Background: an optimization exercise with open tools, aiming at a short achievable clock period and few clock cycles. Do not read the settings as production practice.
Function was checked by simulation only, so behaviour that the tests miss may differ from the original.
Power and IR drop assume default switching activity.

<file path="flow/constraint.sdc">
create_clock -name core_clock -period 5.0 [get_ports {clock}]
set_input_delay 1.0000 -clock core_clock [delete_from_list [all_inputs] [get_ports {clock}]]
set_output_delay 1.0000 -clock core_clock [all_outputs]
set_load 0.01 [all_outputs]
</file>
<file path="flow/config.mk">
export PLATFORM = sky130hd
export DESIGN_NAME = bounded_priority_queue_fifo_tiebreak
export DESIGN_NICKNAME = bounded_priority_queue_fifo_tiebreak
export VERILOG_FILES = /design/flow/design.v
export SDC_FILE = /design/flow/constraint.sdc
export NUM_CORES = 4
export LEC_CHECK = 0
export ABC_CLOCK_PERIOD_IN_PS = 1500
export CAP_MARGIN = 20
export CORE_MARGIN = 2
export CORE_UTILIZATION = 45
export CTS_CLUSTER_DIAMETER = 70
export CTS_CLUSTER_SIZE = 25
export SETUP_SLACK_MARGIN = 3.3
export SLEW_MARGIN = 20
</file>
<file path="flow/run.sh">
#!/bin/bash
# synth_recipe.tcl (not shown) runs the flow's synth.tcl, then flattens the netlist and writes it again
# the make line also repeats each setting of config.mk as NAME=value (left out here)
make -C /OpenROAD-flow-scripts/flow DESIGN_CONFIG=/design/flow/config.mk WORK_HOME=/design/flow/orfs CLKGATE_MAP_FILE= SYNTH_SCRIPT=/design/flow/synth_recipe.tcl finish
</file>
<file path="flow/design.v">
package bpq_pkg;
   localparam int FIELD_VALUE_W = 32;
   localparam int FIELD_PRIO_W  = 8;
   localparam int STATUS_W      = 2;
   localparam int FILL_W        = 5;
   localparam logic OP_PUSH = 1'b0;
   localparam logic OP_POP  = 1'b1;
   localparam logic [STATUS_W-1:0] STATUS_OK    = 2'd0;
   localparam logic [STATUS_W-1:0] STATUS_FULL  = 2'd1;
   localparam logic [STATUS_W-1:0] STATUS_EMPTY = 2'd2;
   typedef struct packed {
      logic accept;
      logic scan_issue;
      logic scan_end;
      logic shift_wr;
      logic finish_pop;
      logic emit;
   } cmd_type;
   typedef struct packed {
      logic req_pop;
      logic full;
      logic empty;
      logic scan_last;
      logic shift_done;
      logic out_free;
   } stat_type;
endpackage
module bounded_priority_queue_fifo_tiebreak #(
   parameter int QUEUE_DEPTH    = 16,
   parameter int VALUE_WIDTH    = 32,
   parameter int PRIORITY_WIDTH = 8
) (
   input  logic                                     clock,
   input  logic                                     reset,
   input  logic                                     req_valid,
   output logic                                     req_ready,
   input  logic                                     req_opcode,
   input  logic signed [bpq_pkg::FIELD_VALUE_W-1:0] req_in_value,
   input  logic        [bpq_pkg::FIELD_PRIO_W-1:0]  req_in_priority,
   output logic                                     rsp_valid,
   input  logic                                     rsp_ready,
   output logic        [bpq_pkg::STATUS_W-1:0]      rsp_status,
   output logic signed [bpq_pkg::FIELD_VALUE_W-1:0] rsp_out_value,
   output logic        [bpq_pkg::FIELD_PRIO_W-1:0]  rsp_out_priority,
   output logic        [bpq_pkg::FILL_W-1:0]        rsp_fill_count
);
   localparam int D     = QUEUE_DEPTH;
   localparam int VW    = bpq_pkg::FIELD_VALUE_W;
   localparam int PW    = bpq_pkg::FIELD_PRIO_W;
   localparam int SW    = bpq_pkg::STATUS_W;
   localparam int FW    = bpq_pkg::FILL_W;
   localparam int RW    = SW + VW + PW + FW;    
   localparam int NBUF  = 3;                    
   logic rdy;
   logic acc;
   assign acc = req_valid & rdy;
   logic          a_v;
   logic          a_op;
   logic          a_rd;      
   logic [VW-1:0] a_val;
   logic [PW-1:0] a_pri;
   logic [D-1:0]  a_g;       
   logic          a_g_b;     
   logic          a_g_a;     
   logic [VW-1:0] b_val;
   logic [PW-1:0] b_pri;
   logic [D-1:0]  m_new, m_prev, m_keep;    
   logic [D-1:0]  p_new, p_prev, p_keep;
   logic [D-1:0][VW-1:0] q_val;
   logic [D-1:0][PW-1:0] q_pri;
   logic [D-1:0]         q_v;
   logic [D:0]           fill_oh;
   logic [FW-1:0]        fill_push, fill_pop;
   logic [D:0]           k_fill_oh;    
   logic [D-1:0] g;
   always_comb begin
      for (int i = 0; i < D; i++) begin
         g[i] = q_v[i] & (q_pri[i] >= req_in_priority);
      end
   end
   always_ff @(posedge clock) begin
      a_op  <= req_opcode;
      a_rd  <= req_opcode & req_valid & ~k_fill_oh[0];
      a_val <= req_in_value;
      a_pri <= req_in_priority;
      a_g   <= g;
      a_g_b <= (b_pri >= req_in_priority);
      a_g_a <= (a_pri >= req_in_priority);
      if (reset) a_v <= 1'b0;
      else       a_v <= acc;
   end
   logic [D-1:0][VW-1:0] n_val;
   logic [D-1:0][PW-1:0] n_pri;
   logic [D-1:0]         n_v;
   logic [D-1:0]         m_next;
   always_comb begin
      for (int i = 0; i < D; i++) begin
         m_next[i] = ~(m_new[i] | m_prev[i] | m_keep[i]);
         n_val[i] = ({VW{m_keep[i]}} & q_val[i]) | ({VW{m_new[i]}} & b_val);
         n_pri[i] = ({PW{m_keep[i]}} & q_pri[i]) | ({PW{m_new[i]}} & b_pri);
         n_v[i]   = (m_keep[i] & q_v[i]) | m_new[i];
         if (i < D - 1) begin
            n_val[i] = n_val[i] | ({VW{m_next[i]}} & q_val[i+1]);
            n_pri[i] = n_pri[i] | ({PW{m_next[i]}} & q_pri[i+1]);
            n_v[i]   = n_v[i]   | (m_next[i] & q_v[i+1]);
         end
         if (i > 0) begin
            n_val[i] = n_val[i] | ({VW{m_prev[i]}} & q_val[i-1]);
            n_pri[i] = n_pri[i] | ({PW{m_prev[i]}} & q_pri[i-1]);
            n_v[i]   = n_v[i]   | (m_prev[i] & q_v[i-1]);
         end
      end
   end
   logic [D-1:0] g1, ge;
   logic [D-1:0] p_next;
   logic         a_push, a_pop;
   logic [D-1:0] d_new, d_prev, d_keep;
   always_comb begin
      for (int i = 0; i < D; i++) begin
         p_next[i] = ~(p_new[i] | p_prev[i] | p_keep[i]);
         g1[i] = (p_keep[i] & a_g[i]) | (p_new[i] & a_g_b);
         if (i < D - 1) g1[i] = g1[i] | (p_next[i] & a_g[i+1]);
         if (i > 0)     g1[i] = g1[i] | (p_prev[i] & a_g[i-1]);
      end
      for (int i = 0; i < D; i++) begin
         ge[i] = (m_keep[i] & g1[i]) | (m_new[i] & a_g_a);
         if (i < D - 1) ge[i] = ge[i] | (m_next[i] & g1[i+1]);
         if (i > 0)     ge[i] = ge[i] | (m_prev[i] & g1[i-1]);
      end
      a_push = a_v & (a_op == bpq_pkg::OP_PUSH) & ~fill_oh[D];
      a_pop  = a_v & (a_op == bpq_pkg::OP_POP)  & ~fill_oh[0];
      for (int i = 0; i < D; i++) begin
         if (i == 0) begin
            d_new[i]  = a_push & ~ge[0];
            d_prev[i] = 1'b0;
         end else begin
            d_new[i]  = a_push & ~ge[i] &  ge[i-1];
            d_prev[i] = a_push & ~ge[i] & ~ge[i-1];
         end
         d_keep[i] = ~(a_pop | (a_push & ~ge[i]));
      end
   end
   always_ff @(posedge clock) begin
      b_val <= a_val;
      b_pri <= a_pri;
      q_val <= n_val;
      q_pri <= n_pri;
      if (reset) begin
         m_new  <= '0;
         m_prev <= '0;
         m_keep <= '1;
         p_new  <= '0;
         p_prev <= '0;
         p_keep <= '1;
         q_v    <= '0;
      end else begin
         m_new  <= d_new;
         m_prev <= d_prev;
         m_keep <= d_keep;
         p_new  <= m_new;
         p_prev <= m_prev;
         p_keep <= m_keep;
         q_v    <= n_v;
      end
   end
   logic [D:0]       r_fill_oh;
   logic [FW-1:0]    k_fill_push, k_fill_pop;
   logic [SW-1:0]    r_status;
   logic [VW-1:0]    r_val;
   logic [PW-1:0]    r_pri;
   logic [FW-1:0]    r_fill;
   logic [RW-1:0]    r_all;
   always_comb begin
      r_val     = {VW{a_rd}} & n_val[0];
      r_pri     = {PW{a_rd}} & n_pri[0];
      r_fill_oh = fill_oh;
      if (a_op == bpq_pkg::OP_PUSH) begin
         r_status = fill_oh[D] ? bpq_pkg::STATUS_FULL : bpq_pkg::STATUS_OK;
         if (!fill_oh[D]) r_fill_oh = {fill_oh[D-1:0], 1'b0};
      end else begin
         r_status = fill_oh[0] ? bpq_pkg::STATUS_EMPTY : bpq_pkg::STATUS_OK;
         if (!fill_oh[0]) r_fill_oh = {1'b0, fill_oh[D:1]};
      end
      r_fill = (a_op == bpq_pkg::OP_PUSH) ? fill_push : fill_pop;
      r_all  = {r_status, r_val, r_pri, r_fill};
      k_fill_oh   = a_v ? r_fill_oh : fill_oh;
      k_fill_push = FW'(D);
      k_fill_pop  = '0;
      for (int k = 0; k < D; k++) begin
         k_fill_push = k_fill_oh[k]   ? FW'(k + 1) : k_fill_push;
         k_fill_pop  = k_fill_oh[k+1] ? FW'(k)     : k_fill_pop;
      end
   end
   logic [NBUF-1:0][RW-1:0] f_data;
   logic [1:0]              f_wr, f_rd, f_rd1;
   logic [1:0]              f_cnt;
   logic                    take;
   logic [RW-1:0]           o_stay, o_step;
   logic [RW-1:0]           o_data;
   logic                    o_v;
   logic [2:0]              held;
   logic                    rdy_in;
   assign take  = o_v & rsp_ready;
   assign f_rd1 = (f_rd == 2'(NBUF - 1)) ? 2'd0 : f_rd + 2'd1;
   assign o_stay = (f_cnt == 2'd0) ? r_all : f_data[f_rd];
   assign o_step = (f_cnt == 2'd1) ? r_all : f_data[f_rd1];
   always_ff @(posedge clock) begin
      if (a_v) f_data[f_wr] <= r_all;
      o_data <= take ? o_step : o_stay;
      if (reset) begin
         fill_oh <= (D+1)'(1);
         fill_push <= FW'(1);
         fill_pop  <= '0;
         f_wr  <= 2'd0;
         f_rd  <= 2'd0;
         f_cnt <= 2'd0;
         o_v   <= 1'b0;
      end else begin
         fill_oh   <= k_fill_oh;
         fill_push <= k_fill_push;
         fill_pop  <= k_fill_pop;
         if (a_v)  f_wr <= (f_wr == 2'(NBUF - 1)) ? 2'd0 : f_wr + 2'd1;
         if (take) f_rd <= f_rd1;
         f_cnt <= f_cnt + 2'(a_v) - 2'(take);
         o_v   <= (f_cnt != 2'd0 && !(f_cnt == 2'd1 && take)) | a_v;
      end
   end
   assign held = 3'(a_v) + 3'(f_cnt);
   always_comb begin
      case (held)
         3'd0, 3'd1: rdy_in = 1'b1;
         3'd2:       rdy_in = ~acc | take;
         3'd3:       rdy_in = ~acc & take;
         default:    rdy_in = 1'b0;
      endcase
   end
   always_ff @(posedge clock) begin
      if (reset) rdy <= 1'b1;
      else       rdy <= rdy_in;
   end
   assign req_ready        = rdy;
   assign rsp_valid        = o_v;
   assign rsp_status       = o_data[RW-1 -: SW];
   assign rsp_out_value    = o_data[VW+PW+FW-1 -: VW];
   assign rsp_out_priority = o_data[PW+FW-1 -: PW];
   assign rsp_fill_count   = o_data[FW-1:0];
endmodule
</file>
==> results by group, run 1 <==
Synthesis
  • Synth Register Bits: about 1100
  • Syn Inst Count: 5089
  • Seq/Total Area, Yosys: 49.03%
  • Synth Flop Type: dfxtp_1
  • Post-Syn Nets: ~5300
  • Synth top area share: 39.96%
  • EDFF count, synth: 141
  • Post-synth top area cell: dfxtp_1
  • Most frequent cells after synthesis: 1314 x nand2_1, 932 x dfxtp_1, 617 x a222oi_1
  • Asr flop ratio synth: 0%
  • Post-synth cell types: between 60 and 70
  • Cell Area, Synth: ~0.047 sq mm
  • Syn Area/Cell: ~9.2 sq um
  • Count leader, synth: nand2_1
  • Area contributors post-synth: dfxtp_1 40%, a222oi_1 13%, nand2_1 11%
  • Yosys warnings: 1

Global routing
  • Global-route wire length before repair: roughly 220000 um
  • Number of global-route vias before repair: 37690
  • Global-route total usage across every layer: 25.95%
  • Overflow after GRT: 0
  • Antenna violations before repair: 1
  • Largest net degree at the start of global routing: 74

CTS
  • Reg clk slew, reported paths: 0.10 ns
  • Clock Tree Buf Depth: 3
  • Clock latency (worst-skew pair): between 0.6 and 0.7 ns
  • Clk sinks: ~1100
  • Number of buffers created by CTS: 68
  • Root Buffer: clkbuf_16
  • H-tree levels: 3
  • CTS tree: built

Power and ir drop
  • Comb pwr share: roughly a fifth
  • Clk pwr share: approximately 29%
  • Sequential cell fraction of total power: between 40% and 50%
  • VDD IR max: about 0.29 mV
  • Int Pwr: 15380 uW
  • Pwr dens: approximately 380 mW/mm^2
  • Switching fraction of total power: between 30% and 40%
  • Lkg Pwr: around 0.025 uW
  • Switching Power: roughly 6800 uW

STA
  • Sum Neg Setup Slack: 0 ns
  • F_max: 464.1 MHz
  • Tmin final: around 2.2 ns
  • Worst slew margin: just under 50%
  • Setup ws final: 2.845 ns
  • Worst slew pin tran: 0.7785 ns
  • Endpoints failing hold: 0
  • Setup violators final: 0
  • RSZ-0062 raised after global routing: true
  • Clk_skew: roughly 0.034 ns
  • Fin crit share: between 40% and 50%
  • Pins Over Slew Limit: 0

Finish
  • Area Overhead vs Synth: 25.38%
  • Cell Count, Final, Fillers Out: 6595
  • Share of cells above drive strength 1: ~22%
  • Fin nets: 5357
  • Utilization after layout: approximately 57%

Worst setup path
  • CP max stage delay: between 0.3 and 0.4 ns
  • Slowest-stage cell, CP: dfxtp_4
  • Worst EP arrival: around 1.2 ns
  • CP Class: register to primary output
  • Worst-path fanout max: 1
  • CP top delay family: flip-flops
  • Launch point of the worst path: o_data[40]
  • FF-to-FF Start: a_op
  • Worst Path Buf+Inv: 1
  • Critical-path cell list: buf_6
  • WP data required: roughly 4 ns
  • Setup crit end kind: primary output
  • Crit start category: register

Min path
  • HP Class: register to register
  • Hold Startpoint: a_val[10]

Placement
  • Worst slack, placed: 1.543 ns
  • Port Buffers: 93
  • Dpl cells: 6182
  • Final RePlAce weighted congestion: around 0.81
  • DP HPWL: slightly above 80000 um

Routing
  • DRC: 0
  • Drt via density: approximately 6
  • Vias: 40780
  • Pre-antenna DRT Iters: 14
  • Routed wire length: ~150000 um
  • DR WL/cell: roughly 23 um
  • Antenna Nets Post-Route: 0
  • 1st-iter DRT viols: between 6000 and 7000

Floorplan
  • Core region area: ~0.10 sq mm
  • Die height: between 300 and 400 um
  • Site row count: about 120
  • Starting Density: between 40% and 50%
  • IO Count: 94
  • Chip width: 326.1 um
  • Total die area: between 0.1 and 0.15 sq mm

Flow run
  • Max cap viols: 0

Run status
  • Run status: finished clean
flip-flops by register name (all words and copies together) (netlist names), 4 cells and up:
| name | cells |
|---|---|
| a_g | 16 |
| a_pri | 8 |
| a_val | 32 |
| b_pri | 8 |
| b_val | 32 |
| f_data | 141 |
| fill_oh | 17 |
| fill_pop | 4 |
| fill_push | 5 |
| m_keep | 16 |
| m_new | 16 |
| m_prev | 15 |
| o_data | 47 |
| p_keep | 16 |
| p_new | 16 |
| p_prev | 15 |
| q_pri | 128 |
| q_v | 16 |
| q_val | 512 |
final cells by class:
type,instances,area [sq um]
inverter,230,914.6
tap,1380,1727
antenna,1,2.502
sequential,1073,23060
timing repair buffer,469,5838
clock buffer,80,1906
clock inverter,43,545.5
fill,8891,44660
multi-input combinational,3317,24530
timing repair inverter,2,17.52
cell usage in the layout, fill, tap and decap left out, types with 13 or more instances in the layout:
cell             synthesis  final
nor2b_1                 59     53
a222oi_1               617    617
or2_2                   16     16
buf_4                    1    183
a21oi_2                  1     39
clkdlybuf4s50_1          0     34
clkbuf_16                0     84
o21ai_2                  0     14
nand2_2                  1     13
nand2b_4                 0     18
mux2i_1                100     94
nor2_1                 112    104
a211oi_1                21     13
o2111ai_1               16     16
ha_1                   151    111
a221oi_2                 3     45
a221oi_1                66     15
o22ai_4                  0     18
o21ai_0                116     99
o22ai_2                  0    118
nand2_4                  0     31
a21o_1                  77     64
dfxtp_1                932    841
or3_4                    0     13
a22o_1                  54     54
dfxtp_2                  0     69
a21o_4                   0     13
edfxtp_1               141    141
nor3_2                   0     15
dfxtp_4                  0     22
buf_6                    0    108
buf_16                   0     29
inv_1                  229    216
a21oi_1                222    184
buf_12                   0     66
nand2_1               1314   1264
a2bb2oi_1               49     44
ha_4                     0     39
buf_8                    0     17
worst paths after layout:
path                  endpoint  slack (ns)  cells after the start
max          rsp_out_value[27]        2.85                      1
min                  b_val[10]        0.33                      0
max reg2reg       fill_push[0]        2.98                      6
min reg2reg          b_val[10]        0.33                      0
cell families (layout without fill, tap and decap cells):
logic type | after synthesis | in the layout | share of synthesized area, %
adder cells (fa/ha/maj) | 151 | 151 | 4.046
AND/OR/NAND/NOR | 1599 | 1608 | 13.78
XOR/XNOR | 2 | 2 | 0.03752
other | 0 | 1 | 0
flip-flops | 1073 | 1073 | 49.03
AO/OA/AOI/OAI | 1456 | 1456 | 25.21
buffers and inverters | 708 | 824 | 5.753
multiplexers | 100 | 100 | 2.144
per-layer routing:
metal,global-route usage (%),part of all wire [%]
met3,3.026,7.1
met1,34.41,42
met4,9.197,3.8
met2,43.64,47
met5,0,0
per-stage QoR:
step	hold slack (ns)	instance area, sq um	power [uW]
2_1_floorplan	0.3096	47660	13330
3_3_place_gp	0.3116	49030	14430
3_5_place_dp	0.3121	49030	14530
4_1_cts	0.3311	56300	21750
5_1_grt	0.3352	58540	23080
6_report	0.3302	58540	22150
timing repair:
action	4_1_cts	5_1_grt
cloned	41	12
hold buffers	0	0
endpoints found under the setup margin	405	351
pin swaps	200	158
gates resized for setup	814	261
setup buffers	149	87
power groups by stage:
stage / Combinational [uW] / Sequential [uW] / Clock, uW
2_1_floorplan: 2590 / 10700 / 0
3_3_place_gp: 3370 / 11100 / 0
3_5_place_dp: 3460 / 11100 / 0
4_1_cts: 4240 / 10900 / 6600
5_1_grt: 5080 / 11100 / 6900
6_report: 4710 / 11000 / 6450
Testbench counts, summed over its fixed seeds: cycles 24,016.
==> inputs of run 2 (changes only) <==
--- a/flow/config.mk
+++ b/flow/config.mk
@@ -11,5 +11,6 @@
 export CORE_UTILIZATION = 45
 export CTS_CLUSTER_DIAMETER = 70
 export CTS_CLUSTER_SIZE = 25
+export PLACE_DENSITY = 0.7
 export SETUP_SLACK_MARGIN = 3.3
 export SLEW_MARGIN = 20
==> run 2 against run 1 <==
Still clean on timing, DRC and antenna. Critical path depth unchanged. Wire length decreased by 0.61%. Core utilization decreased by 1.0 points. Largest cell class unchanged.
==> results by group, run 2 <==
Synthesis
  • Cell Area, Synth: roughly 0.047 sq mm
  • Synth Register Bits: about 1100
  • Most frequent cells after synthesis: 1314 x nand2_1, 932 x dfxtp_1, 617 x a222oi_1
  • Post-Syn Nets: roughly 5300
  • Syn Inst Count: approximately 5100
  • Syn Area/Cell: approximately 9.2 sq um
  • Asr flop ratio synth: 0%
  • Synth Flop Type: dfxtp_1
  • Synth top area share: between 30% and 40%
  • Yosys warnings: 1
  • Seq/Total Area, Yosys: 49.03%
  • Post-synth top area cell: dfxtp_1
  • Post-synth cell types: 66
  • Count leader, synth: nand2_1
  • Area contributors post-synth: dfxtp_1 40%, a222oi_1 13%, nand2_1 11%
  • EDFF count, synth: ~140

Power and ir drop
  • Clk pwr share: between 20% and 30%
  • Switching fraction of total power: 30.90%
  • Switching Power: 6558 uW
  • Pwr dens: around 370 mW/mm^2
  • Int Pwr: between 10000 and 15000 uW
  • Comb pwr share: a little over a fifth
  • VDD IR max: roughly 0.3 mV
  • Lkg Pwr: between 0.02 and 0.025 uW
  • Sequential cell fraction of total power: about 52%

Finish
  • FILL cells: between 8000 and 9000
  • Most frequent cells in the layout: 1268 x nand2_1, 849 x dfxtp_1, 617 x a222oi_1, 217 x inv_1, 187 x a21oi_1
  • Share of cells above drive strength 1: 20.02%
  • Multi-input logic area: 0.02402 sq mm
  • Sequential cell area: roughly 0.023 sq mm
  • Area Overhead vs Synth: 23.06%
  • Largest regs: q_val (512), f_data (141), q_pri (128)
  • Fin nets: roughly 5300
  • Max FFs per register: just over 500
  • Commonest non-fill, non-tap cell in the layout: nand2_1
  • Top reg by flops: q_val

Global routing
  • Largest net degree at the start of global routing: 94
  • Global-route total usage across every layer: around a quarter
  • Number of global-route vias before repair: 38100
  • Overflow after GRT: 0
  • Global-route wire length before repair: approximately 220000 um
  • Antenna violations before repair: 2

CTS
  • Clock latency (worst-skew pair): 0.69 ns
  • H-tree levels: 2
  • Root Buffer: clkbuf_16
  • Reg clk slew, reported paths: ~0.11 ns
  • Number of buffers created by CTS: 58
  • Clk sinks: around 1100
  • CTS tree: built
  • Clock Tree Buf Depth: 3
  • Hold Buf Count CTS: 0

Worst setup path
  • R2R cell count: 8
  • Setup crit end kind: primary output
  • WP data required: 4.00 ns
  • CP Class: register to primary output
  • Slowest-stage cell, CP: dfxtp_4
  • Crit start category: register
  • Worst EP arrival: 1.20 ns
  • CP max stage delay: between 0.3 and 0.4 ns
  • Worst-path fanout max: 2
  • Worst Path Buf+Inv: 1
  • Reg2Reg Setup Slack: ~2.9 ns
  • Critical-path cell list: buf_6
  • CP top delay family: flip-flops
  • FF-to-FF Start: a_v
  • Reg2reg end: fill_push[0]

STA
  • Fin crit share: approximately 44%
  • F_max: between 400 and 500 MHz
  • Worst slew pin tran: slightly below 0.8 ns
  • Worst slew margin: roughly 48%
  • Endpoints failing hold: 0
  • Pins Over Slew Limit: 0
  • RSZ-0062 raised after global routing: true
  • Sum Neg Setup Slack: 0 ns
  • Setup violators final: 0
  • Hold slack: around 0.32 ns
  • Tmin final: approximately 2.2 ns
  • Clk_skew: 0.02803 ns

Floorplan
  • Starting Density: around 45%
  • Total die area: around 0.11 sq mm
  • Site row count: 118
  • IO Count: 94
  • Chip width: 326.1 um
  • Die height: roughly 330 um
  • Core region area: 0.1032 sq mm

Routing
  • Drt via density: between 6 and 7
  • DRC: 0
  • Vias: 41500
  • Routed wire length: 148300 um
  • Antenna Nets Post-Route: 0
  • Pre-antenna DRT Iters: 12
  • 1st-iter DRT viols: roughly 7400
  • DR WL/cell: approximately 23 um

Placement
  • DP HPWL: ~80000 um
  • Port Buffers: 93
  • Final RePlAce weighted congestion: between 0.8 and 0.9

Min path
  • Hold depth: 0
  • HP Class: register to register
  • Hold worst-path end: b_val[4]
  • Hold Startpoint: a_val[4]

Flow run
  • Max cap viols: 0

Run status
  • Run status: finished clean
==> run 2: cell counts after synthesis <==
Identical to the previous run, type by type.
==> run 2: logic make-up (layout without fill, tap and decap cells) <==
logic type	Yosys count	in the layout	synth area share [%]
xor gates and xnor gates	2	2	0.03752
AOI/OAI and AO/OA	1456	1456	25.21
buffers and inverters	708	803	5.753
other	0	1	0
adders and majority gates	151	151	4.046
DFF	1073	1073	49.03
muxes	100	100	2.144
and+or+nand+nor	1599	1605	13.78
==> run 2: area by class of cell <==
class / instances / area share (%)
inverters: 230 / 1.592
clock inverters: 31 / 0.7513
clock buffers: 70 / 2.657
flip-flops and latches: 1073 / 40.12
repair inverters: 2 / 0.03049
repair buffers: 470 / 10.03
well taps: 1380 / 3.005
diodes: 1 / 0.004355
multi-input cells: 3314 / 41.81
==> run 2: metal layers <==
metal / GRT usage (%) / part of all wire, % / up-vias / wire, um
li1: - / - / 19240 / -
met1: 33.15 / 40 / 19690 / 59600
met2: 42.34 / 46 / 2165 / 68650
met3: 3.355 / 8.9 / 410 / 13210
met4: 9.567 / 4.6 / 2 / 6866
met5: 0 / 0.0088 / - / 13
==> run 2: per-stage QoR <==
| stage | total power (uW) | cells | worst slack [ns] | instance area, sq um | utilization [%] |
|---|---|---|---|---|---|
| 4_1_cts | 20750 | 6475 | 2.756 | 55190 | 53.48 |
| 3_3_place_gp | 14430 | 6183 | 1.380 | 49040 | 47.52 |
| 2_1_floorplan | 13330 | 5089 | 2.212 | 47660 | - |
| 3_5_place_dp | 14570 | 6183 | 1.349 | 49040 | 47.52 |
| 5_1_grt | 22050 | 6571 | 2.768 | 57460 | 55.67 |
| 6_report | 21220 | 6571 | 2.803 | 57460 | 55.67 |
==> run 2: power groups by stage <==
stage	combinational, uW	clock (uW)	sequential, uW
after CTS	4130	5720	10900
after global routing	4940	6020	11100
after global placement	3390	0	11000
after detailed placement	3510	0	11100
after floorplan	2590	0	10700
final	4600	5640	11000
==> run 2: how the worst max path moves through the flow <==
| stage | from | to | slack (ns) | cells after the start |
|---|---|---|---|---|
| 5_1_grt | rdy | req_ready | 2.77 | 1 |
| 2_1_floorplan | a_v | fill_push[0] | 2.21 | 7 |
| 6_report | rdy | req_ready | 2.80 | 1 |
| 4_1_cts | rdy | req_ready | 2.76 | 1 |
| 3_5_place_dp | req_in_priority[0] | a_g_a | 1.35 | 8 |
| 3_3_place_gp | req_in_priority[0] | a_g_a | 1.38 | 8 |
==> run 2: what timing repair did <==
action	CTS	global route
setup endpoints to repair	535	409
setup buffers	157	79
gates cloned	34	16
pin swaps	167	146
resized for setup	713	253
==> inputs of run 3 (changes only) <==
--- a/flow/config.mk
+++ b/flow/config.mk
@@ -8,9 +8,8 @@
 export ABC_CLOCK_PERIOD_IN_PS = 1500
 export CAP_MARGIN = 20
 export CORE_MARGIN = 2
-export CORE_UTILIZATION = 45
-export CTS_CLUSTER_DIAMETER = 70
-export CTS_CLUSTER_SIZE = 25
-export PLACE_DENSITY = 0.7
+export CORE_UTILIZATION = 50
+export CTS_CLUSTER_DIAMETER = 80
+export CTS_CLUSTER_SIZE = 22
 export SETUP_SLACK_MARGIN = 3.3
 export SLEW_MARGIN = 20
==> run 3 against run 2 <==
Largest power group unchanged. Global-route usage rose by 4.7 points. Flip-flop and latch count unchanged. Hold slack gained 0.0028 ns. Largest cell class unchanged. Still clean on timing, DRC and antenna. Non-clock buffer count increased by 13. Critical endpoint is now rsp_out_value[17]. Via count fell by 0.58%.
==> results by group, run 3 <==
Worst setup path
  • Setup crit end kind: primary output
  • Worst EP arrival: approximately 1.2 ns
  • CP top delay family: flip-flops
  • Critical-path cell list: buf_6
  • Cell count along the critical path: 1
  • WP data required: roughly 4 ns
  • R2R cell count: 7
  • Worst-path fanout max: 1
  • FF-to-FF Start: fill_oh[0]
  • CP Class: register to primary output
  • Crit start category: register
  • Reg2Reg Setup Slack: around 3.0 ns
  • Slowest-stage cell, CP: dfxtp_2
  • Worst Path Buf+Inv: 1
  • Reg2reg end: fill_push[0]
  • CP max stage delay: 0.37 ns

STA
  • Endpoints failing hold: 0
  • Worst slew margin: 44.73%
  • RSZ-0062 raised after global routing: true
  • Worst slew pin tran: 0.8280 ns
  • Tmin final: 2.189 ns
  • Sum Neg Setup Slack: 0 ns
  • Pins Over Slew Limit: 0
  • Fin crit share: between 40% and 50%
  • F_max: 456.9 MHz
  • Setup violators final: 0
  • Clk_skew: approximately 0.027 ns
  • Setup ws final: 2.811 ns

Power and ir drop
  • Switching Power: roughly 6400 uW
  • Comb pwr share: 22.7%
  • Sequential cell fraction of total power: between 50% and 60%
  • Int Pwr: roughly 15000 uW
  • Pwr dens: 361.0 mW/mm^2
  • Switching fraction of total power: between 30% and 40%
  • Lkg Pwr: around 0.024 uW
  • Clk pwr share: approximately 25%
  • VDD IR max: between 0.2 and 0.3 mV

Min path
  • Hold worst-path end: b_val[20]
  • HP Class: register to register
  • Hold Startpoint: a_val[20]
  • Hold depth: 0

Floorplan
  • Site row count: roughly 110
  • Chip width: 309.6 um
  • Die height: around 310 um
  • Starting Density: 50.25%
  • IO Count: 94
  • Core region area: between 0.09 and 0.1 sq mm
  • Total die area: 0.09584 sq mm

Placement
  • DP HPWL: slightly above 80000 um
  • Final RePlAce weighted congestion: 0.8306
  • Port Buffers: 93
  • Dpl cells: a little over 6000
  • Worst slack, placed: 1.348 ns

Routing
  • DRC: 0
  • 1st-iter DRT viols: around 7300
  • Pre-antenna DRT Iters: 13
  • Antenna Nets Post-Route: 0
  • DR WL/cell: 23.99 um
  • Vias: just over 40000
  • Drt via density: roughly 6.4
  • Routed wire length: ~150000 um

Synthesis
  • Asr flop ratio synth: 0%
  • Seq/Total Area, Yosys: between 40% and 50%
  • EDFF count, synth: between 100 and 150
  • Count leader, synth: nand2_1
  • Cell Area, Synth: roughly 0.047 sq mm
  • Synth Register Bits: 1073
  • Synth Flop Type: dfxtp_1
  • Syn Area/Cell: about 9.2 sq um
  • Yosys warnings: 1
  • Post-synth cell types: 66
  • Post-Syn Nets: roughly 5300
  • Syn Inst Count: about 5000
  • Synth top area share: about two fifths
  • Area contributors post-synth: dfxtp_1 40%, a222oi_1 13%, nand2_1 11%
  • Most frequent cells after synthesis: 1314 x nand2_1, 932 x dfxtp_1, 617 x a222oi_1
  • Post-synth top area cell: dfxtp_1

Global routing
  • Global-route wire length before repair: 229200 um
  • Global-route total usage across every layer: around 30%
  • Number of global-route vias before repair: between 30000 and 40000
  • Overflow after GRT: 0
  • Largest net degree at the start of global routing: 80
  • Antenna violations before repair: 1

CTS
  • H-tree levels: 2
  • Hold Buf Count CTS: 0
  • Clock latency (worst-skew pair): 0.70 ns
  • Clock Tree Buf Depth: 3
  • Root Buffer: clkbuf_16
  • Number of buffers created by CTS: 57
  • Clk sinks: 1073
  • Reg clk slew, reported paths: roughly 0.090 ns
  • CTS tree: built

Finish
  • Utilization after layout: around 63%
  • Area Overhead vs Synth: 24.55%
  • Multi-input logic area: roughly 0.025 sq mm
  • Max FFs per register: 512
  • Top reg by flops: q_val
  • Commonest non-fill, non-tap cell in the layout: nand2_1
  • Cell Count, Final, Fillers Out: about 6400
  • Largest regs: q_val (512), f_data (141), q_pri (128)
  • FILL cells: a little under 8000
  • Fin nets: 5362
  • Sequential cell area: around 0.023 sq mm
  • Most frequent cells in the layout: 1268 x nand2_1, 859 x dfxtp_1, 617 x a222oi_1, 219 x inv_1, 186 x a21oi_1
  • Share of cells above drive strength 1: 20.95%

Run status
  • Run status: finished clean

Flow run
  • Max cap viols: 0
==> run 3: cell type report <==
type	count	share of cell area, %
inverter	230	1.588
sequential	1073	39.61
tap	1254	2.698
multi-input combinational	3318	42.21
timing repair buffer	483	10.90
clock buffer	69	2.584
antenna	1	0.004303
clock inverter	13	0.3399
timing repair inverter	3	0.06885
==> run 3: metrics by stage <==
step	power [uW]	hold WS, ns	instance area (sq um)
2_1_floorplan	13330	0.3096	47660
3_3_place_gp	14460	0.3098	48860
3_5_place_dp	14540	0.3121	48860
4_1_cts	20440	0.3302	55600
5_1_grt	21890	0.3347	58150
6_report	20990	0.3262	58150
==> run 3: cell families (layout without fill, tap and decap cells) <==
| logic type | after synthesis | in the layout | share of synthesized area (%) |
|---|---|---|---|
| fa+ha+maj | 151 | 151 | 4.046 |
| xor+xnor | 2 | 2 | 0.03752 |
| other cells | 0 | 1 | 0 |
| flops | 1073 | 1073 | 49.03 |
| compound gates | 1456 | 1456 | 25.21 |
| mux | 100 | 100 | 2.144 |
| buf+inv | 708 | 798 | 5.753 |
| simple gates | 1599 | 1609 | 13.78 |
==> run 3: power groups by stage <==
stage                     clock network, uW  registers (uW)  logic, uW
after floorplan                           0           10700       2590
after global placement                    0           11100       3380
after detailed placement                  0           11100       3470
after CTS                              5380           10900       4180
after global routing                   5670           11100       5160
final                                  5260           11000       4760
==> run 3: worst register-to-register path: stages, from the launching register on <==
cell and delay [ns]:
dfxtp_4 0.39, buf_6 0.14, nand3b_1 0.21, o32a_1 0.21, a22o_1 0.28, or4_4 0.52
a21oi_2 0.12, a21o_1 0.12
==> run 3: repair_timing <==
action | CTS | global route
pin swaps | 203 | 175
setup buffers | 169 | 79
endpoints found under the setup margin | 556 | 401
hold endpoints to repair | 0 | 0
resized for setup | 805 | 270
cloned | 45 | 14
==> run 3: routing by layer <==
metal  up-vias  part of all wire (%)  GRT usage, %
li1      19300                     -             -
met1     19810                    42         39.75
met2      1800                    46         49.92
met3       359                   7.0         3.293
met4         0                   4.6         12.37
met5         -                     0             0
==> run 3: how the worst max path moves through the flow <==
stage	start	to	slack (ns)
floorplan	a_v	fill_push[0]	2.21
global placement	req_in_priority[1]	a_g[10]	1.40
detailed placement	req_in_priority[1]	a_g[11]	1.35
CTS	o_data[27]	rsp_out_value[14]	2.78
global route	o_data[27]	rsp_out_value[14]	2.78
finish	o_data[30]	rsp_out_value[17]	2.81

what the ideal ports hide:
The flow's constraints put no driver on any port. The routed layouts listed below were extracted and timed again, unchanged, in two steps.
Step 1: set_driving_cell puts a clkbuf_16 on clock and a buf_2 on each other input, an assumption about the parent block.
Step 2 times the ports against the registers' clock, not the clock port: input delays grow and output delays shrink by t, the midpoint of the rising clock arrivals with the driver on.
Three values: ideal, step 1, step 2; two values: the first two.
| run | shift t [ns] | setup WS [ns] | worst hold slack (ns) |
|---|---|---|---|
| run 1 | 0.711 | 2.845 / 2.781 / 2.383 | 0.330 / 0.330 / 0.330 |
| run 2 | 0.752 | 2.803 / 2.730 / 2.358 | 0.323 / 0.323 / 0.323 |
| run 3 | 0.752 | 2.811 / 2.749 / 2.417 | 0.326 / 0.326 / 0.326 |
After both steps setup and hold are still met in every run listed. For run 1, which loses most, drivers alone change the setup slack by -0.064 ns; drivers and shift together by -0.462 ns.
